This is an optimization exercise on Yosys and OpenROAD, whose aim is small area, not a production implementation.
Only simulation tests tie the RTL to the original design; equivalence was not proved.
No activity file was given, so power comes from the tool's default toggle rates.

==> nickel <==
// instr_mem
module instr_mem (
  input  logic        clk,
  input  logic        rst_n,
  input  logic [15:0] pc,
  output logic [15:0] instruction,
  output logic        addr_fault,
  input  logic        we,
  input  logic [15:0] waddr,
  input  logic [15:0] wdata
);
  localparam int unsigned DEPTH  = 64;
  localparam int unsigned DATA_W = instr_mem_pkg::DATA_W;
  localparam int unsigned IMG_N  = instr_mem_pkg::DEFAULT_PROGRAM_LEN;
  logic [DEPTH*DATA_W-1:0] mem_q;    
  logic [DEPTH*DATA_W-1:0] mem_d;
  logic [DEPTH-1:0]        written_q;  
  logic             w_en;
  logic [5:0]       wa_n;
  logic [7:0]       w_lo;      
  logic [7:0]       w_hi;      
  logic [DEPTH-1:0] w_sel;     
  logic [DEPTH-1:0] w_hold;    
  logic [DEPTH-1:0] written_d;
  assign w_en = we && (waddr[15:7] == 9'd0);
  for (genvar i = 0; i < DEPTH; i++) begin : g_word
    instr_mem_wsel #(.W(DATA_W)) u_wsel (
      .sel (w_sel[i]),
      .hold(w_hold[i]),
      .wd  (wdata),
      .q   (mem_q[i*DATA_W +: DATA_W]),
      .d   (mem_d[i*DATA_W +: DATA_W])
    );
  end
  always_ff @(posedge clk) begin
    mem_q <= mem_d;
  end
  always_ff @(posedge clk or negedge rst_n) begin
    if (!rst_n) written_q <= '0;
    else        written_q <= written_d;
  end
  logic             r_out_range;
  logic [5:0]       pc_n;
  logic [7:0]       r_lo;      
  logic [7:0]       r_hi;      
  logic [DEPTH-1:0] r_sel;     
  logic [IMG_N-1:0] r_img;     
  assign r_out_range = |pc[15:7];
  assign addr_fault  = pc[0] | r_out_range;
  instr_mem_inv u_1 (.a(waddr[1]), .y(wa_n[0]));
  instr_mem_inv u_2 (.a(waddr[2]), .y(wa_n[1]));
  instr_mem_inv u_3 (.a(waddr[3]), .y(wa_n[2]));
  instr_mem_inv u_4 (.a(waddr[4]), .y(wa_n[3]));
  instr_mem_inv u_5 (.a(waddr[5]), .y(wa_n[4]));
  instr_mem_inv u_6 (.a(waddr[6]), .y(wa_n[5]));
  instr_mem_and3 u_7 (.a(wa_n[0]), .b(wa_n[1]), .c(wa_n[2]), .y(w_lo[0]));
  instr_mem_and4 u_8 (.a(wa_n[3]), .b(wa_n[4]), .c(wa_n[5]), .d(w_en), .y(w_hi[0]));
  instr_mem_and3 u_9 (.a(waddr[1]), .b(wa_n[1]), .c(wa_n[2]), .y(w_lo[1]));
  instr_mem_and4 u_10 (.a(waddr[4]), .b(wa_n[4]), .c(wa_n[5]), .d(w_en), .y(w_hi[1]));
  instr_mem_and3 u_11 (.a(wa_n[0]), .b(waddr[2]), .c(wa_n[2]), .y(w_lo[2]));
  instr_mem_and4 u_12 (.a(wa_n[3]), .b(waddr[5]), .c(wa_n[5]), .d(w_en), .y(w_hi[2]));
  ...
==> flow/config.mk <==
export PLATFORM = sky130hd
export DESIGN_NAME = instr_mem
export DESIGN_NICKNAME = instr_mem
export VERILOG_FILES = /design/flow/design.v
export SDC_FILE = /design/flow/constraint.sdc
export NUM_CORES = 4
export LEC_CHECK = 0
export CAP_MARGIN = 5
export CORE_MARGIN = 2
export CORE_UTILIZATION = 55
export PLACE_DENSITY = 0.75
export SETUP_SLACK_MARGIN = 0.5
export SLEW_MARGIN = 5
export SYNTH_HIERARCHICAL = 1
==> flow/constraint.sdc <==
create_clock -name core_clock -period 6.0 [get_ports {clk}]
set_input_delay 1.2000 -clock core_clock [delete_from_list [all_inputs] [get_ports {clk}]]
set_output_delay 1.2000 -clock core_clock [all_outputs]
set_load 0.01 [all_outputs]
standard.sh (not shown) runs the stock make flow with config.mk's settings and CLKGATE_MAP_FILE= SYNTH_SCRIPT=/design/flow/synth_recipe.tcl, a recipe that flattens the netlist after the stock synthesis.
==> flow/flow/run.sh <==
#!/bin/bash
# Layout flow: the standard synthesis unchanged, then the standard ORFS
# steps, with the buffers and upsized gates that ABC leaves dropped before
# floorplanning (the resizer adds back what timing, slew and load need),
# plain buffers on the ports, and larger clock-tree sink clusters.
set -euo pipefail
W=$(pwd)
F=$W/flow
bash standard.sh synth > $W/synth.log 2>&1
bash standard.sh \
  PRE_FLOORPLAN_TCL=$F/pre_floorplan.tcl \
  REMOVE_ABC_BUFFERS=1 \
  GPL_TIMING_DRIVEN=0 \
  "BUFFER_PORTS_ARGS=-buffer_cell sky130_fd_sc_hd__buf_2" \
  "CTS_ARGS=-sink_clustering_enable -repair_clock_nets -dont_use_dummy_load -buf_list sky130_fd_sc_hd__clkbuf_4 -sink_clustering_size 10 -sink_clustering_max_diameter 40" \
  finish > $W/layout.log 2>&1
==> flow/flow/pre_floorplan.tcl <==
# Drop ABC's buffers and set every combinational gate to the smallest-area
# drive strength of its cell (the strongest of equal-area ones); later repair
# steps size up what timing, slew and load need.
remove_buffers
set dont_use $::env(DONT_USE_CELLS)
set best [dict create]
foreach lc [get_lib_cells *] {
  set name [get_name $lc]
  if {![regexp {^(sky130_fd_sc_hd__[a-z0-9]+)_([0-9]+)$} $name -> fam drv]} { continue }
  if {[lsearch $dont_use $name] >= 0} { continue }
  set area [get_property $lc area]
  if {![dict exists $best $fam]} {
    dict set best $fam [list $name $area $drv]
  } else {
    lassign [dict get $best $fam] bn ba bd
    if {$area < $ba - 1e-6 || ($area < $ba + 1e-6 && $drv > $bd)} {
      dict set best $fam [list $name $area $drv]
    }
  }
}
set n 0
foreach inst [get_cells *] {
  set master [get_property $inst ref_name]
  if {![regexp {^(sky130_fd_sc_hd__([a-z0-9]+))_([0-9]+)$} $master -> fam base drv]} { continue }
  if {[regexp {^(df|sdf|edf|dl|conb|tap|fill|decap)} $base]} { continue }
  if {![dict exists $best $fam]} { continue }
  set target [lindex [dict get $best $fam] 0]
  if {$target ne $master} {
    replace_cell $inst $target
    incr n
  }
}
puts "pre_floorplan: resized $n instances"
==> yarrow (differences from nickel) <==
CORE_UTILIZATION = 50   (was 55)
PLACE_DENSITY = 0.8   (was 0.75)
SETUP_SLACK_MARGIN = 0.4   (was 0.5)
==> amber (differences from nickel) <==
--- a/flow/flow/run.sh
+++ b/flow/flow/run.sh
@@ -11,6 +11,6 @@
   PRE_FLOORPLAN_TCL=$F/pre_floorplan.tcl \
   REMOVE_ABC_BUFFERS=1 \
   GPL_TIMING_DRIVEN=0 \
-  "BUFFER_PORTS_ARGS=-buffer_cell sky130_fd_sc_hd__buf_2" \
-  "CTS_ARGS=-sink_clustering_enable -repair_clock_nets -dont_use_dummy_load -buf_list sky130_fd_sc_hd__clkbuf_4 -sink_clustering_size 10 -sink_clustering_max_diameter 40" \
+  "BUFFER_PORTS_ARGS=-buffer_cell sky130_fd_sc_hd__buf_1" \
+  "CTS_ARGS=-sink_clustering_enable -repair_clock_nets -dont_use_dummy_load -buf_list sky130_fd_sc_hd__clkbuf_4 -sink_clustering_size 9 -sink_clustering_max_diameter 50" \
   finish > $W/layout.log 2>&1
CORE_UTILIZATION = 56   (was 55)
PLACE_DENSITY = default   (was 0.75)
==> zinc (differences from nickel) <==
--- a/flow/flow/run.sh
+++ b/flow/flow/run.sh
@@ -11,6 +11,7 @@
   PRE_FLOORPLAN_TCL=$F/pre_floorplan.tcl \
   REMOVE_ABC_BUFFERS=1 \
   GPL_TIMING_DRIVEN=0 \
+  RECOVER_POWER=100 \
   "BUFFER_PORTS_ARGS=-buffer_cell sky130_fd_sc_hd__buf_2" \
   "CTS_ARGS=-sink_clustering_enable -repair_clock_nets -dont_use_dummy_load -buf_list sky130_fd_sc_hd__clkbuf_4 -sink_clustering_size 10 -sink_clustering_max_diameter 40" \
   finish > $W/layout.log 2>&1
CORE_UTILIZATION = 50   (was 55)
PLACE_DENSITY = default   (was 0.75)
==> summary of the runs <==
- amber passed the timing, DRC and antenna checks. zinc finished with capacitance limit, slew limit left. yarrow finished with timing, DRC and antenna clean. nickel completed without violations.
- In nickel the global-route usage is higher than in zinc, by 3.2 points.
- First-iteration DRC count, highest first: nickel, yarrow, amber, zinc.
- Of yarrow and amber, amber has the higher fmax (gap about 2.8%, measured against amber).
- Of amber and yarrow, yarrow has the higher sequential share of layout area (gap 0.13 points).
- Of yarrow and nickel, nickel has the higher non-clock buffer count (gap 3).
- Between nickel and amber, the lower utilization is in nickel (gap 1.2 points).
==> figures <==
metric                                                                        nickel         amber                           zinc        yarrow
Run status                                                  timing/DRC/antenna clean  timing/DRC/antenna clean     complete, but fails checks  timing/DRC/antenna clean
Violated checks                                                                    -             -  capacitance limit, slew limit             -
Insertion delay of the later-clocked pin in the worst-skew pair               970 ps       1060 ps                         990 ps        990 ps
Final instance area                                                     0.0401 sq mm  0.0401 sq mm                   0.0400 sq mm  0.0400 sq mm
Hold endpoint                                                                      -    mem_q[906]                  written_q[63]    mem_q[289]
Switch Pwr                                                                   2.56 mW       2.56 mW                        2.58 mW       2.51 mW
Global-route wire length before repair                                     193000 um     190000 um                      195000 um     180000 um
Logic pwr share                                                                0.027         0.026                          0.025         0.025
Count of routing violations after the opening detailed-route iteration          6448          5543                           5533          5990
Clock slew at reported path FFs                                               100 ps        100 ps                          60 ps        100 ps
Power in the clock group                                                     3.40 mW       3.40 mW                        3.44 mW       3.32 mW
Leakage power                                                                16.0 nW       15.9 nW                        16.1 nW       15.9 nW
Share of layout cells above drive strength 1                                   0.124         0.114                          0.103         0.116
# Taps                                                                           873           864                            959           959
Max Freq                                                                     176 MHz       176 MHz                        171 MHz       171 MHz

-- port drivers added, routing unchanged --
In the flow no input, the clock included, has a driving cell. The finished layouts below were timed again as built, in two steps. Step 1 assumes that a clkbuf_16 drives the clock port and a buf_2 every other input. Step 2 also shifts input and output timing later by t, the mid clock arrival at the registers, as if the neighbouring blocks saw the same clock. a / b / c = ideal / step 1 / step 2; a / b = the first two.
run | shift t [ns] | slack for setup (ns) | hold WS [ns]
nickel | 1.022 | 0.330 / 0.298 / 0.298 | 0.088 / 0.057 / 0.467
yarrow | 1.070 | 0.152 / 0.127 / 0.127 | 0.454 / 0.446 / 0.461
amber | 1.115 | 0.316 / 0.222 / 0.222 | 0.464 / 0.431 / 0.467
zinc | 1.047 | 0.157 / 0.133 / 0.133 | 0.463 / 0.463 / 0.463
The setup slack of amber, which loses most, moves by -0.094 ns with the drivers and by -0.094 ns with both steps.
